Background: an optimization exercise with open tools, aiming at small area. Do not read the settings as production practice.
In this exercise RTL edits were held to simulation tests only and were not proved equivalent to the original.
Power figures rest on the tool's default switching activity, not on a simulated workload.

==> design.v <==
module esm_dwell_reporter
#(
    parameter int          AXI_DATA_WIDTH = 32,    
    parameter logic [31:0] REPORT_MAGIC   = 32'h45534D52,
    parameter logic [7:0]  MODULE_ID      = 8'h02,
    parameter logic [7:0]  MESSAGE_TYPE   = 8'h10
) (
    input  logic                      Clk,
    input  logic                      Rst,
    input  logic                      Enable,
    input  logic                      Dwell_active,
    input  logic [183:0]              Dwell_data,
    input  logic [31:0]               Dwell_sequence_num,
    input  logic [63:0]               Timestamp,
    output logic                      M_axis_valid,
    input  logic                      M_axis_ready,
    output logic [AXI_DATA_WIDTH-1:0] M_axis_data,
    output logic                      M_axis_last,
    output logic [15:0]               Dropped_count
);
    logic                active_prev_r;
    logic                captured_r;
    logic [63:0]         sh_ts_r;
    logic [31:0]         act_cnt_r;
    logic [183:0]        meta_r;
    logic [31:0]         dseq_r;
    logic                pend_valid_r;
    logic [63:0]         pend_ts_r;
    logic [31:0]         pend_cnt_r;
    logic [31:0]         rpt_seq_r;
    logic [15:0]         dropped_r;
    logic                send_r;
    logic [13:0]         word_oh_r;     
    logic                last_s;
    logic                beat_acc_s;
    logic                last_acc_s;
    logic                dwell_start_s;
    logic                dwell_fall_s;
    logic                dwell_end_s;
    logic                pend_load_s;
    logic                dwell_drop_s;
    logic                meta_we_s;
    assign last_s        = word_oh_r[13];
    assign beat_acc_s    = send_r & M_axis_ready;
    assign last_acc_s    = beat_acc_s & last_s;
    assign dwell_start_s = Dwell_active & ~active_prev_r & Enable;
    assign dwell_fall_s  = ~Dwell_active & active_prev_r;
    assign dwell_end_s   = dwell_fall_s & captured_r;
    assign pend_load_s   = dwell_end_s & (~pend_valid_r | last_acc_s);
    assign dwell_drop_s  = dwell_end_s & ~pend_load_s;
    assign meta_we_s     = Dwell_active & (~pend_valid_r | (word_oh_r[12] | word_oh_r[13]));
    always_ff @(posedge Clk) begin
        active_prev_r <= Dwell_active;
        if (Rst) begin
            captured_r <= 1'b0;
        end else if (dwell_start_s) begin
            captured_r <= 1'b1;
        end else if (dwell_fall_s) begin
            captured_r <= 1'b0;
        end
    end
    always_ff @(posedge Clk) begin
        if (dwell_start_s) begin
            sh_ts_r <= Timestamp;
        end
    end
    always_ff @(posedge Clk) begin
        if (dwell_start_s) begin
            act_cnt_r <= 32'd1;
        end else begin
            act_cnt_r <= act_cnt_r + 32'd1;
        end
    end
    always_ff @(posedge Clk) begin
        if (meta_we_s) begin
            meta_r <= Dwell_data;
            dseq_r <= Dwell_sequence_num;
        end
    end
    always_ff @(posedge Clk) begin
        if (pend_load_s) begin
            pend_ts_r  <= sh_ts_r;
            pend_cnt_r <= act_cnt_r;
        end
    end
    always_ff @(posedge Clk) begin
        if (Rst) begin
            pend_valid_r <= 1'b0;
        end else if (pend_load_s) begin
            pend_valid_r <= 1'b1;
        end else if (last_acc_s) begin
            pend_valid_r <= 1'b0;
        end
    end
    always_ff @(posedge Clk) begin
        if (Rst) begin
            rpt_seq_r <= 32'd0;
            dropped_r <= 16'd0;
        end else begin
            if (last_acc_s) begin
                rpt_seq_r <= rpt_seq_r + 32'd1;
            end
            if (dwell_drop_s && (dropped_r != 16'hFFFF)) begin
                dropped_r <= dropped_r + 16'd1;
            end
        end
    end
    always_ff @(posedge Clk) begin
        if (Rst) begin
            send_r <= 1'b0;
        end else if (!send_r) begin
            send_r <= pend_valid_r;
        end else if (last_acc_s) begin
            send_r <= 1'b0;
        end
    end
    always_ff @(posedge Clk) begin
        if (!send_r) begin
            word_oh_r <= 14'd1;
        end else if (beat_acc_s) begin
            word_oh_r <= {word_oh_r[12:0], 1'b0};
        end
    end
    assign M_axis_data = ({32{word_oh_r[0]}}  & REPORT_MAGIC)
                       | ({32{word_oh_r[1]}}  & rpt_seq_r)
                       | ({32{word_oh_r[2]}}  & {MODULE_ID, MESSAGE_TYPE, 16'h0000})
                       | ({32{word_oh_r[3]}}  & dseq_r)
                       | ({32{word_oh_r[4]}}  & meta_r[183:152])
                       | ({32{word_oh_r[5]}}  & meta_r[151:120])
                       | ({32{word_oh_r[6]}}  & {16'h0000, meta_r[119:104]})
                       | ({32{word_oh_r[7]}}  & {16'h0000, meta_r[103:88]})
                       | ({32{word_oh_r[8]}}  & meta_r[55:24])
                       | ({32{word_oh_r[9]}}  & meta_r[87:56])
                       | ({32{word_oh_r[10]}} & {meta_r[23:8], 8'h00, meta_r[7:0]})
                       | ({32{word_oh_r[11]}} & pend_cnt_r)
                       | ({32{word_oh_r[12]}} & pend_ts_r[31:0])
                       | ({32{word_oh_r[13]}} & pend_ts_r[63:32]);
    assign M_axis_valid  = send_r;
    assign M_axis_last   = last_s;
    assign Dropped_count = dropped_r;
endmodule
==> flow/run.sh <==
#!/bin/bash
# Layout flow: the standard ORFS flow with three changes that only affect
# how the layout is built (not the design, constraints or what is measured):
#   1. After the standard synthesis, the combinational logic between the
#      registers is re-mapped by ABC for area (registers, their names and cell
#      types are left exactly as the standard synthesis made them).
#   2. Port buffers are made from the smallest buffer cell.
#   3. The clock tree uses smaller clock buffers and no dummy loads.
# Each tool's output goes to a log file of its own in this folder.
set -euo pipefail
export BUFFER_PORTS_ARGS="-buffer_cell sky130_fd_sc_hd__buf_1"
if [[ -f flow/cts_args ]]; then
  export CTS_ARGS="$(cat flow/cts_args)"
fi
R=orfs/results/${FLOW_PLATFORM}/esm_dwell_reporter/base
LIB=${FLOW_HOME}/platforms/${FLOW_PLATFORM}/lib/sky130_fd_sc_hd__tt_025C_1v80.lib

bash standard.sh synth > make_synth.log 2>&1

cp $R/1_2_yosys.v $R/1_2_yosys_std.v
DU=$(sed -n '/DONT_USE_CELLS += /,/^$/p' ${FLOW_HOME}/platforms/${FLOW_PLATFORM}/config.mk | tr -d '\\' | tr ' ' '\n' | grep sky130 | sed 's/^/-dont_use /' | tr '\n' ' ')
cat > reopt.ys <<EOY
read_liberty -ignore_miss_func $LIB
read_verilog $R/1_2_yosys_std.v
hierarchy -top ${FLOW_TOP}
blackbox sky130_fd_sc_hd__*df* sky130_fd_sc_hd__*dl* sky130_fd_sc_hd__conb_*
select -assert-none ${FLOW_TOP}/t:sky130_fd_sc_hd__*dl*
tee -o reopt_regs_before.txt select -list ${FLOW_TOP}/t:sky130_fd_sc_hd__dfxtp_1 ${FLOW_TOP}/t:sky130_fd_sc_hd__edfxtp_1
flatten
blackbox sky130_fd_sc_hd__*
opt -purge
abc -liberty $LIB $DU -script $(pwd)/flow/abc.script
read_liberty -lib -overwrite -ignore_miss_func $LIB
opt_clean -purge
hilomap -singleton -hicell sky130_fd_sc_hd__conb_1 HI -locell sky130_fd_sc_hd__conb_1 LO
insbuf -buf sky130_fd_sc_hd__buf_1 A X
splitnets
opt_clean -purge
tee -o reopt_regs_after.txt select -list ${FLOW_TOP}/t:sky130_fd_sc_hd__dfxtp_1 ${FLOW_TOP}/t:sky130_fd_sc_hd__edfxtp_1
tee -o reopt_regs_after_all.txt select -list ${FLOW_TOP}/t:sky130_fd_sc_hd__*df*
tee -o reopt_stat.txt stat -liberty $LIB
check -assert -mapped
write_verilog -noattr -nohex -nodec $R/1_2_yosys.v
EOY
yosys -s reopt.ys > yosys_reopt.log 2>&1
# the registers must be the standard synthesis's: same names, same cell types
for t in dfxtp_1 edfxtp_1; do
  grep -c "sky130_fd_sc_hd__$t " $R/1_2_yosys_std.v > reopt_n_std_$t.txt || true
  grep -c "sky130_fd_sc_hd__$t " $R/1_2_yosys.v > reopt_n_new_$t.txt || true
  cmp reopt_n_std_$t.txt reopt_n_new_$t.txt
done
cmp <(sort reopt_regs_before.txt) <(sort reopt_regs_after.txt)
cmp <(sort reopt_regs_before.txt) <(sort reopt_regs_after_all.txt)
[[ $(grep -c "sky130_fd_sc_hd__[a-z]*df[a-z]*_[0-9] " $R/1_2_yosys_std.v) == $(wc -l < reopt_regs_before.txt) ]]
rm -f $R/1_synth.odb

bash standard.sh finish > make_finish.log 2>&1
==> flow/abc.script <==
strash
&get -n
&fraig -x
&put
dc2
strash
&get -n
&dch -f
&nf -R 100 -p -F 6 -A 4 -C 32
&put
strash
&get -n
&dch -f
&nf -R 100 -p -F 6 -A 4 -C 32
&put
strash
&get -n
&dch -f
&nf -R 100 -p -F 6 -A 4 -C 32
&put
==> flow/cts_args <==
-sink_clustering_enable -repair_clock_nets -dont_use_dummy_load -buf_list sky130_fd_sc_hd__clkbuf_8 -sink_clustering_size 16 -sink_clustering_max_diameter 100
==> standard.sh <==
#!/bin/bash
# synth_recipe.tcl (not shown) runs the flow's synth.tcl, then flattens the netlist and writes it again
# the make line also repeats each setting of config.mk as NAME=value (left out here)
make -C /OpenROAD-flow-scripts/flow DESIGN_CONFIG=/design/flow/config.mk WORK_HOME=/design/flow/orfs CLKGATE_MAP_FILE= SYNTH_SCRIPT=/design/flow/synth_recipe.tcl "${@:-finish}"
==> config.mk <==
export PLATFORM = sky130hd
export DESIGN_NAME = esm_dwell_reporter
export DESIGN_NICKNAME = esm_dwell_reporter
export VERILOG_FILES = /design/flow/design.v
export SDC_FILE = /design/flow/constraint.sdc
export NUM_CORES = 4
export LEC_CHECK = 0
export CAP_MARGIN = 20
export CORE_MARGIN = 2
export CORE_UTILIZATION = 75
export SLEW_MARGIN = 20
==> constraint.sdc <==
create_clock -name core_clock -period 5.0 [get_ports {Clk}]
set_input_delay 1.0000 -clock core_clock [delete_from_list [all_inputs] [get_ports {Clk}]]
set_output_delay 1.0000 -clock core_clock [all_outputs]
set_load 0.01 [all_outputs]
==> metrics.yaml, run 1 <==
rows: 54
crit_required_ns: 5.40
drc: 0
avgSynthCellArea_sq_um: 16.7
clockPowerShare_pct: 26.8
min_to: "pend_ts_r[54]"
rrSetupSlack_ns: 0.66
path_class: "input pin to flop"
cts_buffers: 35
power_w: 0.00640
clock_latency_ns: 0.55
grt_overflow_total: 0
end_kind: "flop"
grt_pass1_vias: 10372
hold_viol: 0
drtIter0Drc: 1368
r2r_start: "rpt_seq_r[0]"
clockBufferDepth: 3
drt-pass1-iter-count: 9
fmax_ghz: 0.222
track_usage_pct: 33.1
start_util_pct: 75.7
arrival_ns: 4.90
io_buffers: 334
pwr_density_cell_nw_per_um2: 348
final_max_slew_viol_count: 0
hold_start: "sh_ts_r[54]"
syn_area_sq_um: 16400
switching_share_pct: 19.9
worstRegToRegCells: 16
finalCritPeriodShare_pct: 90.1
fin_skew_ns: 0.0313
final_core_util_pct: 85.2
grt_max_degree: 87
area_growth_pct: 12.6
ctsHtreeMaxLevel: 2
die_h_um: 152
finalSetupViolCount: 0
ios: 335
status: "finished clean"
maxSlewHeadroom_pct: 23.4
power_leakage_nw: 5.98
grt_pass1_wl_mm: 56.1
holdBufCountCts: 0
wire_per_inst_um: 24.4
hp-class: "flop to flop"
power.internal_w: 0.00513
synth-warning-count: 1
cts_num_sinks: 474
tightest_slew_ns: 1.15
diodes: 0
final.setup.tns_ns: 0
final_antenna_net_count: 0
viasPerCell: 6.67
routed-via-count: 10598
totalWireLength_mm: 38.8
drive_gt1_share_pct: 4.51
rr_endpoint: "rpt_seq_r[31]"
whs_path_depth: 0
root_buffer: "clkbuf_8"
dieArea_sq_um: 23000
pwr-share-comb_pct: 3.3
fp.dieW_um: 152
synthCells: 977
cts_setup_buffers: 0
cp-start-kind: "input pin"
path_clk_slew_ns: 0.09
cts-resized-gates: 0
path_max_fanout: 6
synthesis.nets: 1262
final_nets: 1596
pwr-share-seq_pct: 69.9
net-switching-power_w: 0.00128
dp_hpwl_mm: 24.3
irDropWorstVdd_mv: 0.300
gp_congestion: 0.810
cts_tree: "built"
drv_cap: 0
finalCriticalPeriod_ns: 4.51
antenna_found_initial: 0
core_area_sq_um: 21600
rsz0062_at_grt: "no"
[critical path: stages]
cell     delay [ns]
buf_1          0.09
and4_1         0.28
and4b_1        0.27
and3_1         0.30
and4_1         0.32
and3_1         0.30
and3_1         0.27
and3_1         0.27
nor2b_1        0.32
and3_1         0.24
and2_0         0.26
and3_1         0.23
and2_0         0.25
and3_1         0.23
nand2_1        0.08
xor2_1         0.13
nor2_1         0.05
[sequential cells by signal (all words and copies together) (netlist names)]
register,cells
sh_ts_r,64
active_prev_r,1
dropped_r,16
captured_r,1
rpt_seq_r,32
act_cnt_r,32
pend_cnt_r,32
meta_r,184
send_r,1
word_oh_r,14
pend_valid_r,1
dseq_r,32
pend_ts_r,64
[worst max-delay path by stage]
stage                             start  slack (ns)            end
after floorplan           word_oh_r[13]        0.56  rpt_seq_r[31]
after global placement     M_axis_ready        0.20  rpt_seq_r[31]
after detailed placement   M_axis_ready       -0.04  rpt_seq_r[31]
after CTS                  M_axis_ready        0.55  rpt_seq_r[31]
after global routing       M_axis_ready        0.17  rpt_seq_r[31]
final                      M_axis_ready        0.49  rpt_seq_r[31]
[cell type report]
type	count	area, sq um
clock buffer	35	482
fill	1091	3200
multi-input combinational	450	2930
tap	280	350
timing repair buffer	345	1380
sequential	474	13300
inverter	5	20.0
[per-layer routing]
metal  vias up  GRT usage (%)  part of all wire (%)
li1       4661              -                     -
met1      5084           43.9                    35
met2       778           55.4                    50
met3        75           7.54                    13
met4         0           10.7                   2.5
met5         -              0                     0
[layout by cell type (no fill, tap or decap), types with 18 or more instances in the layout]
master and n:
a21oi_1 62, and3_1 27, clkbuf_8 35, edfxtp_1 376, a221oi_1 18, nor3_1 41, nand4_1 31, dfxtp_1 89
a222oi_1 81, buf_1 333, nor2_1 53, o21ai_0 31, nand2_1 23
[per-stage QoR]
| step | instance area, sq um | cells | hold WS (ns) | worst slack (ns) |
|---|---|---|---|---|
| global route | 18400 | 1589 | 0.423 | 0.173 |
| global placement | 17900 | 1554 | 0.401 | 0.202 |
| finish | 18400 | 1589 | 0.415 | 0.495 |
| floorplan | 16400 | 977 | 0.400 | 0.559 |
| CTS | 18400 | 1589 | 0.419 | 0.547 |
| detailed placement | 17900 | 1554 | 0.405 | -0.0370 |
[power groups by stage]
stage / registers [W] / logic, W / clock network, W
floorplan: 0.00455 / 0.0000840 / 0
global placement: 0.00455 / 0.000202 / 0
detailed placement: 0.00457 / 0.000212 / 0
CTS: 0.00448 / 0.000213 / 0.00173
global route: 0.00449 / 0.000237 / 0.00185
finish: 0.00448 / 0.000214 / 0.00171
==> run 2: changes to the inputs <==
==> flow/cts_args (replaced) <==
-sink_clustering_enable -repair_clock_nets -dont_use_dummy_load -buf_list sky130_fd_sc_hd__clkbuf_4 -sink_clustering_size 10 -sink_clustering_max_diameter 60
==> metrics.yaml, run 2 <==
ios: 335  # unchanged
regMostFlops: "meta_r"
final_common_cell: "edfxtp_1"
maxSlewHeadroom_pct: 23.6  # +0.22 points
drive_gt1_share_pct: 5.80  # +1.3 points
largest_reg_flops: 184  # unchanged
viasPerCell: 6.65  # -0.30%
cts_buffers: 53  # +51%
dp_slack_ns: -0.0370  # unchanged
top_regs: "meta_r (184), pend_ts_r (64), sh_ts_r (64)"
end_kind: "flop"
drc: 0  # unchanged
path_max_fanout: 6  # unchanged
design_area_sq_um: 18300  # -0.44%
final_cell_mix: "edfxtp_1, buf_1, dfxtp_1"
cp-start-kind: "input pin"
crit_required_ns: 5.55  # +0.15 ns
rsz0062_at_grt: "no"
io_buffers: 334  # unchanged
worst_slack_ns: 0.634  # +0.139 ns
synthesis.nets: 1262  # unchanged
power_w: 0.00628  # -2.0%
irDropWorstVdd_mv: 0.309  # +3.2%
arrival_ns: 4.92  # +0.02 ns
holdBufCountCts: 0  # unchanged
fmax_ghz: 0.229  # +3.2%
die_h_um: 152  # unchanged
hold_viol: 0  # unchanged
dp_hpwl_mm: 24.3  # unchanged
placed_area_sq_um: 17900  # unchanged
cts-resized-gates: 0  # unchanged
path_clk_slew_ns: 0.11  # +0.02 ns
pwr-share-seq_pct: 71.3  # +1.4 points
tightest_slew_ns: 1.14  # -0.00334 ns
track_usage_pct: 33.4  # +0.32 points
final.setup.tns_ns: 0  # unchanged
syn_area_sq_um: 16400  # unchanged
finalCritPeriodShare_pct: 87.3  # -2.8 points
pwr_density_cell_nw_per_um2: 342  # -1.6%
cts_num_sinks: 474  # unchanged
cts_setup_buffers: 0  # unchanged
drt-pass1-iter-count: 7  # -2
drv_cap: 0  # unchanged
wire_per_inst_um: 24.2  # -0.86%
final_nets: 1614  # +1.1%
finalSetupViolCount: 0  # unchanged
dieArea_sq_um: 23000  # unchanged
fp.dieW_um: 152  # unchanged
fin_skew_ns: 0.0291  # -0.00219 ns
power.internal_w: 0.00498  # -2.8%
root_buffer: "clkbuf_4"
grt_pass1_wl_mm: 56.4  # +0.49%
finalCriticalPeriod_ns: 4.37  # -0.139 ns
switching_share_pct: 20.6  # +0.69 points
cts_tree: "built"
synth-warning-count: 1  # unchanged
clockPowerShare_pct: 25.3  # -1.5 points
area_growth_pct: 12.1
rows: 54  # unchanged
antenna_found_initial: 1  # +1
status: "finished clean"
num-fill-cells: 1115  # +2.2%
final_antenna_net_count: 0  # unchanged
grt_overflow_total: 0  # unchanged
power_leakage_nw: 5.97  # -0.13%
synthCells: 977  # unchanged
net-switching-power_w: 0.00129  # +1.4%
start_util_pct: 75.7  # unchanged
avgSynthCellArea_sq_um: 16.7  # unchanged
pwr-share-comb_pct: 3.4  # about the same
grt_max_degree: 87  # unchanged
rrSetupSlack_ns: 0.64  # -0.02 ns
drtIter0Drc: 1374  # +0.44%
clock_latency_ns: 0.71  # +0.16 ns
routed-via-count: 10693  # +0.90%
ctsHtreeMaxLevel: 2  # unchanged
final_max_slew_viol_count: 0  # unchanged
core_area_sq_um: 21600  # unchanged
clockBufferDepth: 3  # unchanged
path_class: "input pin to flop"
gp_congestion: 0.810  # unchanged
hp-class: "flop to flop"
grt_pass1_vias: 10497  # +1.2%
totalWireLength_mm: 38.9  # +0.33%
==> run 2: path summary, 6_finish.rpt <==
kind | endpoint | cells after the start | start
setup reg to reg | rpt_seq_r[31] | 16 | rpt_seq_r[0]
setup / recovery | rpt_seq_r[31] | 17 | M_axis_ready
hold / removal | pend_ts_r[54] | 0 | sh_ts_r[54]
hold reg to reg | pend_ts_r[54] | 0 | sh_ts_r[54]
==> run 2: routing by layer <==
metal	wire length (um)	global-route usage [%]
met1	13700	44.1
met5	0	0
met3	5000	8.74
met4	965	11.3
met2	19200	55.2
==> run 2: per-stage QoR <==
step | cells | util (%) | hold WS (ns)
after floorplan | 977 | - | 0.400
after global placement | 1554 | 83.0 | 0.401
after detailed placement | 1554 | 83.0 | 0.405
after CTS | 1607 | 84.8 | 0.420
after global routing | 1608 | 84.8 | 0.395
final | 1608 | 84.8 | 0.414
==> run 2: critical path: stages <==
cell and delay (ns):
buf_1 0.09, and4_1 0.28, and4b_1 0.27, and3_1 0.32, and4_1 0.32, and3_1 0.30
and3_1 0.26, and3_1 0.28, nor2b_1 0.31, and3_1 0.24, and2_0 0.27, and3_1 0.24
and2_0 0.25, and3_1 0.23, nand2_1 0.08, xor2_1 0.13, nor2_1 0.05
==> run 2: power groups by stage <==
stage | clock network, W | registers (W) | logic [W]
after floorplan | 0 | 0.00455 | 0.0000840
after global placement | 0 | 0.00455 | 0.000202
after detailed placement | 0 | 0.00457 | 0.000212
after CTS | 0.00159 | 0.00448 | 0.000212
after global routing | 0.00173 | 0.00449 | 0.000237
final | 0.00159 | 0.00448 | 0.000213
==> run 2: final cells by class <==
cell class	instances	area, sq um	share of cell area (%)
Clock buffer	53	398	2.17
Inverter	5	20.0	0.109
Tap cell	280	350	1.91
Sequential cell	474	13300	72.3
Multi-Input combinational cell	450	2930	16.0
Antenna cell	1	2.50	0.0136
Timing Repair Buffer	345	1380	7.50

==> separate check: timing with driven ports <==
Ports are ideal in the flow. The routed layouts listed here were re-timed in OpenROAD.
Step 1 sets driving cells, clkbuf_16 on the clock port and buf_2 on the other inputs (assumed; they add their load-dependent delay and slew).
Step 2 adds t to the input delays and takes it off the output delays; t is the mean of the earliest and latest rising clock arrival at the registers after step 1. Input paths then give back, and output paths get back, about the clock's delay inside the block.
Slacks: ideal / step 1 / step 2; pairs: ideal / step 1.
run	t (ns)	setup slack, ns	worst hold slack (ns)	worst setup path at the end	worst register clock-pin slew, ns
run 1	0.576	0.495 / 0.485 / -0.091	0.415 / 0.415 / 0.415	input to register	0.10 / 0.10
run 2	0.736	0.634 / 0.633 / -0.104	0.414 / 0.414 / 0.414	input to register	0.11 / 0.11
Met with ideal ports but missed after step 2: setup timing in run 1 and run 2. The setup slack of run 2, which loses most, moves by -0.001 ns with the drivers and by -0.738 ns with both steps.
